Source: an optimization exercise on an open RTL-to-GDS flow (aim: small area, a short achievable clock period and few clock cycles per item). Production flows keep margins and buffers that such runs may drop. At most, simulation tests tie the RTL to the original design; equivalence was not proved. Power is estimated from default activity; no workload was simulated.

==> v27 <==
==> flow/design.v <==
module sta_chan_est #(
   parameter int unsigned N_SC        = 52,
   parameter int unsigned DW          = 32,
   parameter int unsigned ALPHA_SHIFT = 1
) (
   input  logic            ap_clk,
   input  logic            ap_rst,
   input  logic [2*DW-1:0] in_stream_TDATA,
   input  logic            in_stream_TVALID,
   output logic            in_stream_TREADY,
   input  logic            in_stream_TLAST,
   input  logic [1:0]      mode,
   input  logic            init,
   output logic [2*DW-1:0] estStream_TDATA,
   output logic            estStream_TVALID,
   input  logic            estStream_TREADY,
   output logic            estStream_TLAST,
   output logic [31:0]     sym_count,
   output logic            len_err
);
   localparam int unsigned KW = $clog2(N_SC + 1);    
   localparam int unsigned W  = 2 * DW;
   logic [N_SC*W-1:0] r_ring;           
   logic [KW-1:0]     r_rot;            
   logic              r_fresh;          
   logic              r_in_rdy;
   logic              r_x_v, r_x_last;
   logic [1:0]        r_x_mode;
   logic [W-1:0]      r_x;
   logic              r_c_v, r_c_last;
   logic [KW-1:0]     r_k;
   logic [1:0]        r_mode;
   logic [W-1:0]      r_p, r_c;
   logic              r_hv;
   logic              r_o_v, r_o_last;
   logic [W-1:0]      r_o;
   logic              r_s_v, r_s_last, r_s_err;
   logic [W-1:0]      r_s;
   logic              r_len_err;
   logic [31:0]       r_sym;
   logic          w_k_lt, w_aligned, w_emit, w_consume, w_first, w_wr, w_acc, w_otake;
   logic [KW-1:0] w_k_inc, w_rot_inc;
   function automatic logic [KW-1:0] f_inc(input logic [KW-1:0] v);
      f_inc = (v == KW'(N_SC - 1)) ? '0 : v + 1'b1;
   endfunction
   assign w_k_lt    = (r_k != KW'(N_SC));
   assign w_aligned = !w_k_lt || r_fresh || (r_rot == r_k);
   assign w_emit    = r_c_v && w_aligned && !r_s_v && (r_c_last || r_x_v);
   assign w_consume = r_x_v && (!r_c_v || w_emit);
   assign w_first   = !r_c_v || r_c_last;
   assign w_wr      = w_emit && w_k_lt;
   assign w_acc     = in_stream_TVALID && r_in_rdy;
   assign w_otake   = !r_o_v || estStream_TREADY;
   assign w_k_inc   = (r_k == KW'(N_SC)) ? r_k : r_k + 1'b1;
   assign w_rot_inc = (r_fresh && w_wr) ? f_inc(r_k) : f_inc(r_rot);
   logic [W-1:0] w_y, w_n, w_h;
   logic         w_sel;
   assign w_n   = r_c_last ? r_c : r_x;
   assign w_h   = r_ring[W-1:0];
   assign w_sel = r_hv && w_k_lt && (r_mode == 2'd0);
   always_comb begin
      logic signed [DW+2:0] t;
      for (int c = 0; c < 2; c++) begin
         t = $signed({{3{r_p[c*DW+DW-1]}}, r_p[c*DW +: DW]})
           + $signed({{2{r_c[c*DW+DW-1]}}, r_c[c*DW +: DW], 1'b0})
           + $signed({{3{w_n[c*DW+DW-1]}}, w_n[c*DW +: DW]})
           + (w_sel ? $signed({w_h[c*DW+DW-1], w_h[c*DW +: DW], 2'b00}) : $signed((DW+3)'(0)));
         if (r_mode == 2'd2)  w_y[c*DW +: DW] = r_c[c*DW +: DW];
         else if (w_sel)      w_y[c*DW +: DW] = t[DW+2:3];
         else                 w_y[c*DW +: DW] = t[DW+1:2];
      end
   end
   logic          n_x_v, n_c_v, n_c_last, n_s_v, n_fresh, n_k_lt, n_aligned;
   logic [KW-1:0] n_k, n_rot;
   always_comb begin
      n_x_v    = w_acc || (r_x_v && !w_consume);
      n_c_v    = w_consume ? 1'b1 : (w_emit ? 1'b0 : r_c_v);
      n_c_last = w_consume ? r_x_last : r_c_last;
      n_k      = w_consume ? (w_first ? '0 : w_k_inc) : r_k;
      n_rot    = w_rot_inc;
      n_fresh  = r_fresh && !w_wr;
      n_s_v    = w_otake ? 1'b0 : (r_s_v || w_emit);
      n_k_lt   = (n_k != KW'(N_SC));
      n_aligned = !n_k_lt || n_fresh || (n_rot == n_k);
   end
   always_ff @(posedge ap_clk) begin
      r_ring <= {(w_wr ? w_y : w_h), r_ring[N_SC*W-1:W]};
      if (w_acc) begin
         r_x      <= in_stream_TDATA;
         r_x_last <= in_stream_TLAST;
         r_x_mode <= (mode == 2'd3) ? 2'd0 : mode;
      end
      if (w_consume) begin
         r_p <= w_first ? r_x : r_c;
         r_c <= r_x;
      end
      if (w_otake) begin
         if (r_s_v)       r_o <= r_s;
         else             r_o <= w_y;
      end
      if (w_emit && !w_otake) r_s <= w_y;
      if (ap_rst) begin
         r_rot     <= '0;
         r_fresh   <= 1'b1;
         r_in_rdy  <= 1'b1;
         r_x_v     <= 1'b0;
         r_c_v     <= 1'b0;
         r_c_last  <= 1'b0;
         r_k       <= '0;
         r_mode    <= '0;
         r_hv      <= 1'b0;
         r_o_v     <= 1'b0;
         r_o_last  <= 1'b0;
         r_s_v     <= 1'b0;
         r_s_last  <= 1'b0;
         r_s_err   <= 1'b0;
         r_len_err <= 1'b0;
         r_sym     <= '0;
      end else begin
         r_rot    <= n_rot;
         r_fresh  <= n_fresh;
         r_x_v    <= n_x_v;
         r_in_rdy <= !n_x_v || !n_c_v || (n_aligned && !n_s_v);
         r_c_v    <= n_c_v;
         r_c_last <= n_c_last;
         r_k      <= n_k;
         if (w_consume && w_first) r_mode <= r_x_mode;
         if (w_emit && r_c_last) r_hv <= 1'b1;
         if (init) r_hv <= 1'b0;
         r_s_v <= n_s_v;
         if (w_emit && !w_otake) begin
            r_s_last <= r_c_last;
            r_s_err  <= r_c_last && (r_k != KW'(N_SC - 1));
         end
         if (w_otake) begin
            if (r_s_v) begin
               r_o_v    <= 1'b1;
               r_o_last <= r_s_last;
               if (r_s_last) begin
                  r_sym <= r_sym + 32'd1;
                  if (r_s_err) r_len_err <= 1'b1;
               end
            end else begin
               r_o_v    <= w_emit;
               r_o_last <= r_c_last;
               if (w_emit && r_c_last) begin
                  r_sym <= r_sym + 32'd1;
                  if (r_k != KW'(N_SC - 1)) r_len_err <= 1'b1;
               end
            end
         end
      end
   end
   assign in_stream_TREADY = r_in_rdy;
   assign estStream_TDATA  = r_o;
   assign estStream_TVALID = r_o_v;
   assign estStream_TLAST  = r_o_last;
   assign sym_count        = r_sym;
   assign len_err          = r_len_err;
endmodule
==> flow/run.sh <==
#!/bin/bash
# synth_recipe.tcl (not shown) runs the flow's synth.tcl, then flattens the netlist and writes it again
# the make line also repeats each setting of config.mk as NAME=value (left out here)
make -C /OpenROAD-flow-scripts/flow DESIGN_CONFIG=/design/flow/config.mk WORK_HOME=/design/flow/orfs CLKGATE_MAP_FILE= SYNTH_SCRIPT=/design/flow/synth_recipe.tcl finish
==> flow/config.mk <==
export PLATFORM = sky130hd
export DESIGN_NAME = sta_chan_est
export DESIGN_NICKNAME = sta_chan_est
export VERILOG_FILES = /design/flow/design.v
export SDC_FILE = /design/flow/constraint.sdc
export NUM_CORES = 4
export LEC_CHECK = 0
export CAP_MARGIN = 20
export CORE_MARGIN = 2
export CORE_UTILIZATION = 30
export PLACE_DENSITY = 0.5
export SLEW_MARGIN = 20
==> flow/constraint.sdc <==
create_clock -name core_clock -period 11.0 [get_ports {ap_clk}]
set_input_delay 2.2000 -clock core_clock [delete_from_list [all_inputs] [get_ports {ap_clk}]]
set_output_delay 2.2000 -clock core_clock [all_outputs]
set_load 0.01 [all_outputs]
==> inputs of v35, as changes to v27 <==
==> flow/design.v, changed modules only <==
module sta_chan_est #(
   parameter int unsigned N_SC        = 52,
   parameter int unsigned DW          = 32,
   parameter int unsigned ALPHA_SHIFT = 1
) (
   input  logic            ap_clk,
   input  logic            ap_rst,
   input  logic [2*DW-1:0] in_stream_TDATA,
   input  logic            in_stream_TVALID,
   output logic            in_stream_TREADY,
   input  logic            in_stream_TLAST,
   input  logic [1:0]      mode,
   input  logic            init,
   output logic [2*DW-1:0] estStream_TDATA,
   output logic            estStream_TVALID,
   input  logic            estStream_TREADY,
   output logic            estStream_TLAST,
   output logic [31:0]     sym_count,
   output logic            len_err
);
   localparam int unsigned KW = $clog2(N_SC + 1);    
   localparam int unsigned W  = 2 * DW;
   localparam int unsigned TW = DW + 3;              
   logic [N_SC*W-1:0] r_ring;           
   logic [KW-1:0]     r_rot;            
   logic              r_fresh;          
   logic              r_in_rdy;
   logic              r_x_v, r_x_last;
   logic [1:0]        r_x_mode;
   logic [W-1:0]      r_x;
   logic              r_c_v, r_c_last;
   logic [KW-1:0]     r_k;
   logic [1:0]        r_mode;
   logic [W-1:0]      r_p, r_c;
   logic              r_hv;
   logic              r_emit, r_consume, r_wr, r_sel, r_byp;
   logic              r_o_v, r_o_last;
   logic [W-1:0]      r_o;
   logic              r_s_v, r_s_last, r_s_err;
   logic [W-1:0]      r_s;
   logic              r_len_err;
   logic [31:0]       r_sym;
   logic          w_first, w_acc, w_otake, w_err;
   function automatic logic [KW-1:0] f_inc(input logic [KW-1:0] v);
      f_inc = (v == KW'(N_SC - 1)) ? '0 : v + 1'b1;
   endfunction
   assign w_first = !r_c_v || r_c_last;
   assign w_acc   = in_stream_TVALID && r_in_rdy;
   assign w_otake = !r_o_v || estStream_TREADY;
   assign w_err   = (r_k != KW'(N_SC - 1));
   logic [W-1:0] w_y, w_n, w_h;
   assign w_n = r_c_last ? r_c : r_x;
   assign w_h = r_ring[W-1:0];
   always_comb begin
      logic [TW-1:0] a, b, n, h, s1, c1, s2, c2, t;
      for (int c = 0; c < 2; c++) begin
         a = TW'($signed(r_p[c*DW +: DW]));
         b = TW'($signed(r_c[c*DW +: DW])) << 1;
         h = r_sel ? (TW'($signed(w_h[c*DW +: DW])) << 2) : '0;
         n = TW'($signed(w_n[c*DW +: DW]));
         s1 = a ^ b ^ h;
         c1 = ((a & b) | (a & h) | (b & h)) << 1;
         s2 = s1 ^ c1 ^ n;
         c2 = ((s1 & c1) | (s1 & n) | (c1 & n)) << 1;
         t  = s2 + c2;
         if (r_byp)      w_y[c*DW +: DW] = r_c[c*DW +: DW];
         else if (r_sel) w_y[c*DW +: DW] = t[DW+2:3];
         else            w_y[c*DW +: DW] = t[DW+1:2];
      end
   end
   logic          n_x_v, n_c_v, n_c_last, n_s_v, n_fresh, n_k_lt, n_aligned, n_hv, n_emit;
   logic [KW-1:0] n_k, n_rot;
   logic [1:0]    n_mode;
   always_comb begin
      n_x_v     = w_acc || (r_x_v && !r_consume);
      n_c_v     = r_consume ? 1'b1 : (r_emit ? 1'b0 : r_c_v);
      n_c_last  = r_consume ? r_x_last : r_c_last;
      n_k       = r_consume ? (w_first ? '0 : ((r_k == KW'(N_SC)) ? r_k : r_k + 1'b1)) : r_k;
      n_mode    = (r_consume && w_first) ? r_x_mode : r_mode;
      n_rot     = (r_fresh && r_wr) ? f_inc(r_k) : f_inc(r_rot);
      n_fresh   = r_fresh && !r_wr;
      n_s_v     = w_otake ? 1'b0 : (r_s_v || r_emit);
      n_hv      = !init && (r_hv || (r_emit && r_c_last));
      n_k_lt    = (n_k != KW'(N_SC));
      n_aligned = !n_k_lt || n_fresh || (n_rot == n_k);
      n_emit    = n_c_v && n_aligned && !n_s_v && (n_c_last || n_x_v);
   end
   always_ff @(posedge ap_clk) begin
      r_ring <= {(r_wr ? w_y : w_h), r_ring[N_SC*W-1:W]};
      if (w_acc) begin
         r_x      <= in_stream_TDATA;
         r_x_last <= in_stream_TLAST;
         r_x_mode <= (mode == 2'd3) ? 2'd0 : mode;
      end
      if (r_consume) begin
         r_p <= w_first ? r_x : r_c;
         r_c <= r_x;
      end
      if (w_otake) begin
         if (r_s_v) r_o <= r_s;
         else       r_o <= w_y;
      end
      if (r_emit && !w_otake) r_s <= w_y;
      if (ap_rst) begin
         r_rot     <= '0;
         r_fresh   <= 1'b1;
         r_in_rdy  <= 1'b1;
         r_x_v     <= 1'b0;
         r_c_v     <= 1'b0;
         r_c_last  <= 1'b0;
         r_k       <= '0;
         r_mode    <= '0;
         r_hv      <= 1'b0;
         r_emit    <= 1'b0;
         r_consume <= 1'b0;
         r_wr      <= 1'b0;
         r_sel     <= 1'b0;
         r_byp     <= 1'b0;
         r_o_v     <= 1'b0;
         r_o_last  <= 1'b0;
         r_s_v     <= 1'b0;
         r_s_last  <= 1'b0;
         r_s_err   <= 1'b0;
         r_len_err <= 1'b0;
         r_sym     <= '0;
      end else begin
         r_rot     <= n_rot;
         r_fresh   <= n_fresh;
         r_x_v     <= n_x_v;
         r_in_rdy  <= !n_x_v || !n_c_v || (n_aligned && !n_s_v);
         r_c_v     <= n_c_v;
         r_c_last  <= n_c_last;
         r_k       <= n_k;
         r_mode    <= n_mode;
         r_hv      <= n_hv;
         r_emit    <= n_emit;
         r_consume <= n_x_v && (!n_c_v || n_emit);
         r_wr      <= n_emit && n_k_lt;
         r_sel     <= n_hv && n_k_lt && (n_mode == 2'd0);
         r_byp     <= (n_mode == 2'd2);
         r_s_v <= n_s_v;
         if (r_emit && !w_otake) begin
            r_s_last <= r_c_last;
            r_s_err  <= r_c_last && w_err;
         end
         if (w_otake) begin
            if (r_s_v) begin
               r_o_v    <= 1'b1;
               r_o_last <= r_s_last;
               if (r_s_last) begin
                  r_sym <= r_sym + 32'd1;
                  if (r_s_err) r_len_err <= 1'b1;
               end
            end else begin
               r_o_v    <= r_emit;
               r_o_last <= r_c_last;
               if (r_emit && r_c_last) begin
                  r_sym <= r_sym + 32'd1;
                  if (w_err) r_len_err <= 1'b1;
               end
            end
         end
      end
   end
   assign in_stream_TREADY = r_in_rdy;
   assign estStream_TDATA  = r_o;
   assign estStream_TVALID = r_o_v;
   assign estStream_TLAST  = r_o_last;
   assign sym_count        = r_sym;
   assign len_err          = r_len_err;
endmodule
--- a/flow/config.mk
+++ b/flow/config.mk
@@ -7,2 +7,3 @@
 export LEC_CHECK = 0
+export ABC_CLOCK_PERIOD_IN_PS = 2500
 export CAP_MARGIN = 20
@@ -11,2 +12,3 @@
 export PLACE_DENSITY = 0.5
+export SETUP_SLACK_MARGIN = 5
 export SLEW_MARGIN = 20
==> qor summary <==
quantity                                                                 v35        v27
Startpoint of the worst-slack reg-to-reg timing path                   r_sel     r_k[0]
Time the final worst path needs with I/O delays and setup            5530 ps    6400 ps
Routed length per placed instance                                    15.1 µm    15.4 µm
Reg2Reg Setup Slack                                                  5470 ps    4600 ps
Register cell area after layout                                    77600 µm²  77500 µm²
Number of antenna violations at the first check in global routing         11         12
Area fraction in and, or, nand and nor cells after synthesis           3.55%      3.85%
Clock latency reported for the late side of the worst-skew pair       860 ps     910 ps
Critical path capture point                                          r_o[63]    r_o[59]
Achievable frequency                                                 181 MHz    156 MHz
Worst slack after detailed placement                                 5340 ps    4760 ps
Cts bufs inserted                                                        330        343
Sequential share of power                                              53.5%      51.5%
Met2 wirelength from detailed routing                                67.1 mm    70.8 mm
Leakage Power                                                        42.8 nW    43.0 nW
Status                                      no timing/DRC/antenna violations  no timing/DRC/antenna violations
Beginning of the critical path                                         r_sel     r_k[0]
Initial Util                                                           30.1%      30.1%
Cell area after placement                                          97400 µm²  97500 µm²
Post-synthesis mux area share                                          2.41%      1.67%
Final non-clock buffer share                                           1.71%      1.70%
Top fanout value on the critical path                                    110        124
Post-route total power                                              0.0310 W   0.0294 W
Testbench counts of v27, summed over its fixed seeds: cycles 16,664, items 16,640.
The RTL of v35 was laid out without a check of its function.

static timing again, ports no longer ideal:
No port has a modelled driver above. Below, the same layouts with a new extraction and two added sets of constraints.
Step 1 (the two cells are an assumption about what drives the block):
set clk [get_ports {ap_clk}]
set_driving_cell -lib_cell sky130_fd_sc_hd__clkbuf_16 $clk
set_driving_cell -lib_cell sky130_fd_sc_hd__buf_2 [delete_from_list [all_inputs] $clk]
Step 2 also shifts input and output timing later by t, the mid clock arrival at the registers, as if the neighbouring blocks saw the same clock.
Three values: ideal, step 1, step 2; two values: the first two.
| run | t (ns) | setup slack, ns | worst setup path at the end |
|---|---|---|---|
| v27 | 0.975 | 4.603 / 4.603 / 4.603 | register to register |
| v35 | 0.922 | 5.468 / 5.468 / 5.468 | register to register |
After both steps setup and hold are still met in every run listed.
